What follows belongs to an exercise in optimizing a design on an open flow for small area and a short achievable clock period; a production flow would make more cautious choices.
Where RTL was checked, it was by simulation tests only, not by an equivalence proof against the original.
Power and IR drop assume default switching activity.

==> build 27: inputs <==
==> flow/design.v <==
`timescale 1ns/1ns
module BuzzerSubsystem (
    input  logic                        clk,
    input  logic                        RSTn,
    input  logic                        hostCyc,
    input  logic                        hostStb,
    input  logic                        hostWe,
    input  logic [10-1:0]  hostAdr,
    input  logic [32-1:0]      hostDatW,
    output logic [32-1:0]      hostDatR,
    output logic                        hostAck,
    output logic                        pwm
);
    localparam int AW = 6;
    localparam int DW = 32;
    localparam int SW = 8;
    localparam int ND = 64;
    localparam logic [1:0] DMA_IDLE   = 2'd0;
    localparam logic [1:0] DMA_FETCH  = 2'd1;
    localparam logic [1:0] DMA_UNPACK = 2'd2;
    logic                regAck;
    logic                goReg;
    logic [AW-1:0]       startReg;
    logic [AW-1:0]       lenReg;
    logic                hostAckQ;
    logic [DW-1:0]       hostDatQ;
    logic                locked;
    logic                ownerDma;
    logic                lastDma;
    logic                ack;
    logic                dmaRd;
    logic [ND-1:0][DW-1:0] words;
    logic                wEn;
    logic [AW-1:0]       wAdr;
    logic [DW-1:0]       wDat;
    logic [1:0]          state;
    logic [AW-1:0]       curAdr;
    logic [AW-1:0]       wordsLeft;
    logic [DW-1:0]       word;
    logic [1:0]          byteIdx;
    logic [SW-1:0]       bufData;
    logic                bufValid;
    logic [SW-1:0]       duty;
    logic [SW-1:0]       cnt;
    logic                running;
    logic                pwmQ;
    assign hostAck  = hostAckQ;
    assign hostDatR = hostDatQ;
    assign pwm      = pwmQ;
    logic       regSel;
    logic [1:0] regOff;
    logic       regAccess;
    logic       hbCyc, hbStb;
    assign regSel    = hostAdr[9];
    assign regOff    = hostAdr[1:0];
    assign regAccess = hostCyc && hostStb && regSel && !regAck;
    assign hbCyc     = hostCyc && !regSel;
    assign hbStb     = hostStb && !regSel;
    logic dmaCyc;
    logic holding;
    logic selDma;
    logic ramCyc, ramStb;
    logic access;
    logic hostWr;
    logic dmaAck;
    assign dmaCyc  = (state == DMA_FETCH);
    assign holding = locked && (ownerDma ? dmaCyc : hbCyc);
    always_comb begin
        if (holding) begin
            selDma = ownerDma;
        end else if (hbCyc && dmaCyc) begin
            selDma = !lastDma;
        end else begin
            selDma = dmaCyc;
        end
    end
    assign ramCyc = selDma ? dmaCyc : hbCyc;
    assign ramStb = selDma ? dmaCyc : hbStb;
    assign access = ramCyc && ramStb && !ack;
    assign hostWr = access && !selDma && hostWe;
    assign dmaAck = ack && ownerDma;
    always_ff @(posedge clk or negedge RSTn) begin
        if (!RSTn) begin
            locked   <= 1'b0;
            ownerDma <= 1'b0;
            lastDma  <= 1'b0;
            ack      <= 1'b0;
            dmaRd    <= 1'b0;
            regAck   <= 1'b0;
            hostAckQ <= 1'b0;
        end else begin
            locked   <= ramCyc;
            ownerDma <= selDma;
            if (ack) begin
                lastDma <= selDma;
            end
            ack      <= access;
            dmaRd    <= access && selDma;
            regAck   <= regAccess;
            hostAckQ <= regAccess || (access && !selDma);
        end
    end
    logic [AW-1:0] radr;
    logic [ND-1:0] rsel;
    logic [DW-1:0] ramRead;
    assign radr = dmaRd ? curAdr : hostAdr[AW-1:0];
    logic [7:0] loSel;
    logic [7:0] hiSel;
    logic [7:0][DW-1:0] grp;
    assign rsel = '0;
    always_comb begin
        for (int i = 0; i < 8; i++) loSel[i] = (radr[2:0] == 3'(i));
        for (int i = 0; i < 8; i++) hiSel[i] = (radr[5:3] == 3'(i));
        for (int g = 0; g < 8; g++) begin
            grp[g] = '0;
            for (int i = 0; i < 8; i++) begin
                grp[g] = grp[g] | ({DW{loSel[i]}} & words[8*g+i]);
            end
        end
        ramRead = '0;
        for (int g = 0; g < 8; g++) begin
            ramRead = ramRead | ({DW{hiSel[g]}} & grp[g]);
        end
    end
    always_ff @(posedge clk) begin
        wEn  <= hostWr;
        wAdr <= hostAdr[AW-1:0];
        wDat <= hostDatW;
        for (int r = 0; r < ND; r++) begin
            if (wEn && wAdr == AW'(r)) begin
                words[r] <= wDat;
            end
        end
    end
    logic [DW-1:0] regVal;
    always_comb begin
        regVal = '0;
        case (regOff)
            2'd0: regVal[AW-1:0] = startReg;
            2'd1:   regVal[AW-1:0] = lenReg;
            2'd2:  regVal[0]      = (state != DMA_IDLE);
            default:        regVal         = '0;
        endcase
    end
    always_ff @(posedge clk or negedge RSTn) begin
        if (!RSTn) begin
            goReg    <= 1'b0;
            startReg <= '0;
            lenReg   <= '0;
        end else begin
            goReg <= regAccess && hostWe && (regOff == 2'd2) && hostDatW[0];
            if (regAccess && hostWe && regOff == 2'd0) begin
                startReg <= hostDatW[AW-1:0];
            end
            if (regAccess && hostWe && regOff == 2'd1) begin
                lenReg <= hostDatW[AW-1:0];
            end
        end
    end
    always_ff @(posedge clk) begin
        hostDatQ <= regSel ? regVal : ramRead;
    end
    logic sampleValid, sampleReady, take;
    logic [SW-1:0] sample;
    assign sampleValid = (state == DMA_UNPACK);
    assign sample      = word[SW-1:0];
    assign take        = sampleValid && sampleReady;
    always_ff @(posedge clk or negedge RSTn) begin
        if (!RSTn) begin
            state     <= DMA_IDLE;
            curAdr    <= '0;
            wordsLeft <= '0;
            byteIdx   <= '0;
        end else begin
            case (state)
                DMA_IDLE: begin
                    if (goReg && lenReg != '0) begin
                        curAdr    <= startReg;
                        wordsLeft <= lenReg;
                        state     <= DMA_FETCH;
                    end
                end
                DMA_FETCH: begin
                    if (dmaAck) begin
                        curAdr    <= curAdr + 1'b1;
                        wordsLeft <= wordsLeft - 1'b1;
                        byteIdx   <= '0;
                        state     <= DMA_UNPACK;
                    end
                end
                DMA_UNPACK: begin
                    if (take) begin
                        byteIdx <= byteIdx + 1'b1;
                        if (byteIdx == 2'd3) begin
                            state <= (wordsLeft == '0) ? DMA_IDLE : DMA_FETCH;
                        end
                    end
                end
                default: state <= DMA_IDLE;
            endcase
        end
    end
    always_ff @(posedge clk) begin
        if (dmaRd) begin
            word <= ramRead;
        end else if (take) begin
            word <= word >> SW;
        end
    end
    logic periodEnd, newPeriod;
    logic [SW-1:0] dutyNext;
    assign sampleReady = !bufValid;
    assign periodEnd   = running && (cnt == SW'(256 - 1));
    assign newPeriod   = (!running || periodEnd) && (bufValid || take);
    assign dutyNext    = bufValid ? bufData : sample;
    always_ff @(posedge clk or negedge RSTn) begin
        if (!RSTn) begin
            running  <= 1'b0;
            cnt      <= '0;
            bufValid <= 1'b0;
            pwmQ     <= 1'b0;
        end else if (newPeriod) begin
            running  <= 1'b1;
            cnt      <= '0;
            bufValid <= 1'b0;
            pwmQ     <= (dutyNext != '0);
        end else if (periodEnd || !running) begin
            running <= 1'b0;
            pwmQ    <= 1'b0;
        end else begin
            cnt  <= cnt + 1'b1;
            pwmQ <= ((cnt + 1'b1) < duty);
            if (take) begin
                bufValid <= 1'b1;
            end
        end
    end
    always_ff @(posedge clk) begin
        if (newPeriod) begin
            duty <= dutyNext;
        end
        if (take && !newPeriod) begin
            bufData <= sample;
        end
    end
endmodule
==> flow/flow/run.sh <==
#!/bin/bash
set -uo pipefail
bash standard.sh synth > synth.log 2>&1 || { tail -20 synth.log; exit 1; }
bash standard.sh SETUP_SLACK_MARGIN=6.6 finish > layout.log 2>&1 || { tail -20 layout.log; exit 1; }
test -f out/final.def
==> flow/standard.sh <==
#!/bin/bash
# synth_recipe.tcl (not shown) runs the flow's synth.tcl, then flattens the netlist and writes it again
# the make line also repeats each setting of config.mk as NAME=value (left out here)
make -C /OpenROAD-flow-scripts/flow DESIGN_CONFIG=/design/flow/config.mk WORK_HOME=/design/flow/orfs CLKGATE_MAP_FILE= SYNTH_SCRIPT=/design/flow/synth_recipe.tcl "${@:-finish}"
==> flow/config.mk <==
export PLATFORM = sky130hd
export DESIGN_NAME = BuzzerSubsystem
export DESIGN_NICKNAME = BuzzerSubsystem
export VERILOG_FILES = /design/flow/design.v
export SDC_FILE = /design/flow/constraint.sdc
export NUM_CORES = 4
export LEC_CHECK = 0
export CAP_MARGIN = 20
export CORE_MARGIN = 2
export CORE_UTILIZATION = 55
export GPL_TIMING_DRIVEN = 1
export SLEW_MARGIN = 20
export SYNTH_MEMORY_MAX_BITS = 16384
==> flow/constraint.sdc <==
create_clock -name core_clock -period 10.0 [get_ports {clk}]
set_input_delay 2.0000 -clock core_clock [delete_from_list [all_inputs] [get_ports {clk}]]
set_output_delay 2.0000 -clock core_clock [all_outputs]
set_load 0.01 [all_outputs]
==> build 35 (differences from build 27) <==
--- a/flow/design.v
+++ b/flow/design.v
@@ -25,3 +25,2 @@
     logic                hostAckQ;
-    logic [DW-1:0]       hostDatQ;
     logic                locked;
@@ -47,3 +46,2 @@
     assign hostAck  = hostAckQ;
-    assign hostDatR = hostDatQ;
     assign pwm      = pwmQ;
@@ -102,22 +100,19 @@
     end
+    localparam int NL = DW / SW;    
     logic [AW-1:0] radr;
-    logic [ND-1:0] rsel;
-    logic [DW-1:0] ramRead;
+    logic [DW-1:0] rdLo, rdHi;
     assign radr = dmaRd ? curAdr : hostAdr[AW-1:0];
-    logic [7:0] loSel;
-    logic [7:0] hiSel;
-    logic [7:0][DW-1:0] grp;
-    assign rsel = '0;
-    always_comb begin
-        for (int i = 0; i < 8; i++) loSel[i] = (radr[2:0] == 3'(i));
-        for (int i = 0; i < 8; i++) hiSel[i] = (radr[5:3] == 3'(i));
-        for (int g = 0; g < 8; g++) begin
-            grp[g] = '0;
-            for (int i = 0; i < 8; i++) begin
-                grp[g] = grp[g] | ({DW{loSel[i]}} & words[8*g+i]);
-            end
-        end
-        ramRead = '0;
-        for (int g = 0; g < 8; g++) begin
-            ramRead = ramRead | ({DW{hiSel[g]}} & grp[g]);
+    always_comb begin
+        rdLo = '0;
+        rdHi = '0;
+        for (int g = 0; g < NL; g++) begin
+            for (int r = 0; r < ND; r++) begin
+                if (r[AW-1-g]) begin
+                    rdHi[SW*g +: SW] = rdHi[SW*g +: SW]
+                        | ({SW{((radr ^ AW'(r)) & ~(AW'(1) << (AW-1-g))) == '0}} & words[r][SW*g +: SW]);
+                end else begin
+                    rdLo[SW*g +: SW] = rdLo[SW*g +: SW]
+                        | ({SW{((radr ^ AW'(r)) & ~(AW'(1) << (AW-1-g))) == '0}} & words[r][SW*g +: SW]);
+                end
+            end
         end
@@ -134,10 +129,9 @@
     end
-    logic [DW-1:0] regVal;
-    always_comb begin
-        regVal = '0;
+    logic [AW-1:0] regVal;
+    always_comb begin
         case (regOff)
-            2'd0: regVal[AW-1:0] = startReg;
-            2'd1:   regVal[AW-1:0] = lenReg;
-            2'd2:  regVal[0]      = (state != DMA_IDLE);
-            default:        regVal         = '0;
+            2'd0: regVal = startReg;
+            2'd1:   regVal = lenReg;
+            2'd2:  regVal = AW'(state != DMA_IDLE);
+            default:        regVal = '0;
         endcase
@@ -159,4 +153,22 @@
     end
-    always_ff @(posedge clk) begin
-        hostDatQ <= regSel ? regVal : ramRead;
+    logic [DW-1:0] ramLo, ramHi;
+    logic [NL-1:0] ramHiQ;
+    logic [NL-1:0] hostLoQ, hostHiQ;
+    logic [AW-1:0] regDatQ;
+    always_ff @(posedge clk) begin
+        ramLo   <= rdLo;
+        ramHi   <= rdHi;
+        for (int g = 0; g < NL; g++) begin
+            ramHiQ[g]  <= radr[AW-1-g];
+            hostLoQ[g] <= !regSel && !hostAdr[AW-1-g];
+            hostHiQ[g] <= !regSel && hostAdr[AW-1-g];
+        end
+        regDatQ <= regSel ? regVal : '0;
+    end
+    always_comb begin
+        for (int g = 0; g < NL; g++) begin
+            hostDatR[SW*g +: SW] = ({SW{hostLoQ[g]}} & ramLo[SW*g +: SW])
+                                 | ({SW{hostHiQ[g]}} & ramHi[SW*g +: SW]);
+        end
+        hostDatR[AW-1:0] = hostDatR[AW-1:0] | regDatQ;
     end
@@ -164,5 +176,23 @@
     logic [SW-1:0] sample;
+    logic          firstQ;
+    logic [DW-1:0] fetched;
+    always_comb begin
+        for (int g = 0; g < NL; g++) begin
+            fetched[SW*g +: SW] = ramHiQ[g] ? ramHi[SW*g +: SW] : ramLo[SW*g +: SW];
+        end
+    end
     assign sampleValid = (state == DMA_UNPACK);
-    assign sample      = word[SW-1:0];
     assign take        = sampleValid && sampleReady;
+    always_comb begin
+        if (firstQ) begin
+            sample = fetched[SW-1:0];
+        end else begin
+            case (byteIdx)
+                2'd0: sample = word[SW-1:0];
+                2'd1: sample = word[2*SW-1:SW];
+                2'd2: sample = word[3*SW-1:2*SW];
+                default: sample = word[4*SW-1:3*SW];
+            endcase
+        end
+    end
     always_ff @(posedge clk or negedge RSTn) begin
@@ -183,3 +213,3 @@
                 DMA_FETCH: begin
-                    if (dmaAck) begin
+                    if (dmaRd) begin
                         curAdr    <= curAdr + 1'b1;
@@ -203,6 +233,5 @@
     always_ff @(posedge clk) begin
-        if (dmaRd) begin
-            word <= ramRead;
-        end else if (take) begin
-            word <= word >> SW;
+        firstQ <= dmaRd;
+        if (firstQ) begin
+            word <= fetched;
         end
==> flow/flow/run.sh (replaced) <==
#!/bin/bash
set -uo pipefail
bash standard.sh synth > synth.log 2>&1 || { tail -20 synth.log; exit 1; }
bash standard.sh SETUP_SLACK_MARGIN=6.3 finish > layout.log 2>&1 || { tail -20 layout.log; exit 1; }
test -f out/final.def
CORE_UTILIZATION = 60   (was 55)
CTS_CLUSTER_DIAMETER = 90   (was default)
CTS_CLUSTER_SIZE = 24   (was default)
==> run notes <==
| metric | build 27 | build 35 |
|---|---|---|
| Minimum hold slack | 447 ps | 454 ps |
| Combined area of all synthesized cells | 82,100 sq um | 82,500 sq um |
| Portion of the post-synthesis area used by sequential elements | 79.8% | 80.7% |
| Sink of the worst hold path | regAck | ramHi[16] |
| Status | no timing/DRC/antenna violations | no timing/DRC/antenna violations |
| Number of nets in the layout | 5,248 | 4,878 |
| Post-layout worst setup margin | 6030 ps | 6230 ps |
| Internal power summed over all cells | 16,600 uW | 13,600 uW |
| Sequential group share of total power | 45.2% | 60.2% |
| Area occupied by multi-input gates | 21,900 sq um | 16,200 sq um |
| DRT iter0 DRCs | 9,189 | 10,642 |
| Met2 Routed Length | 141,000 microns | 130,000 microns |
| Arrival time worst endpoint | 4620 ps | 1770 ps |
| Share of the final layout cell area in multi-input gates | 20.7% | 17.6% |
| R2R Path End | hostDatQ[30] | ramLo[14] |
| Vias in the first global route | 50,478 | 46,099 |
| Routing usage on met3 | 10.8% | 10.3% |
| Comb. pwr | 4730 uW | 2410 uW |
| Crit path buf inv count | 4 | 3 |
| Net count after synthesis | 4,687 | 4,625 |
| Number of multi-input logic gates | 2,073 | 2,046 |
| Placer Congestion | 0.872 | 0.888 |
| Die span in y | 390 microns | 375 microns |
| Std cell rows | 141 | 136 |
No functional check of the RTL was part of build 27.

[separate check: timing with driven ports]
No port has a modelled driver above. Below, the same layouts with a new extraction and two added sets of constraints.
Step 1 (the two cells are an assumption about what drives the block):
set clk [get_ports {clk}]
set_driving_cell -lib_cell sky130_fd_sc_hd__clkbuf_16 $clk
set_driving_cell -lib_cell sky130_fd_sc_hd__buf_2 [delete_from_list [all_inputs] $clk]
Step 2 moves the port delays by t, midway between the first and last clock arrival at a register: inputs arrive t later, outputs are due t later. That takes back most of the time a late clock gives input paths.
Slacks: ideal / step 1 / step 2; pairs: ideal / step 1.
run | t (ns) | slack for setup (ns) | latest minus earliest clock arrival (ns) | worst slew at a driven data input, ns | pins driven straight from the clock port
build 27 | 0.911 | 6.027 / 6.036 / 5.125 | 0.039 / 0.039 | 0.18 | 1
build 35 | 0.845 | 6.226 / 6.149 / 5.394 | 0.032 / 0.032 | 0.18 | 1
After both steps setup and hold are still met in every run listed. The setup slack of build 27, which loses most, moves by +0.009 ns with the drivers and by -0.902 ns with both steps.
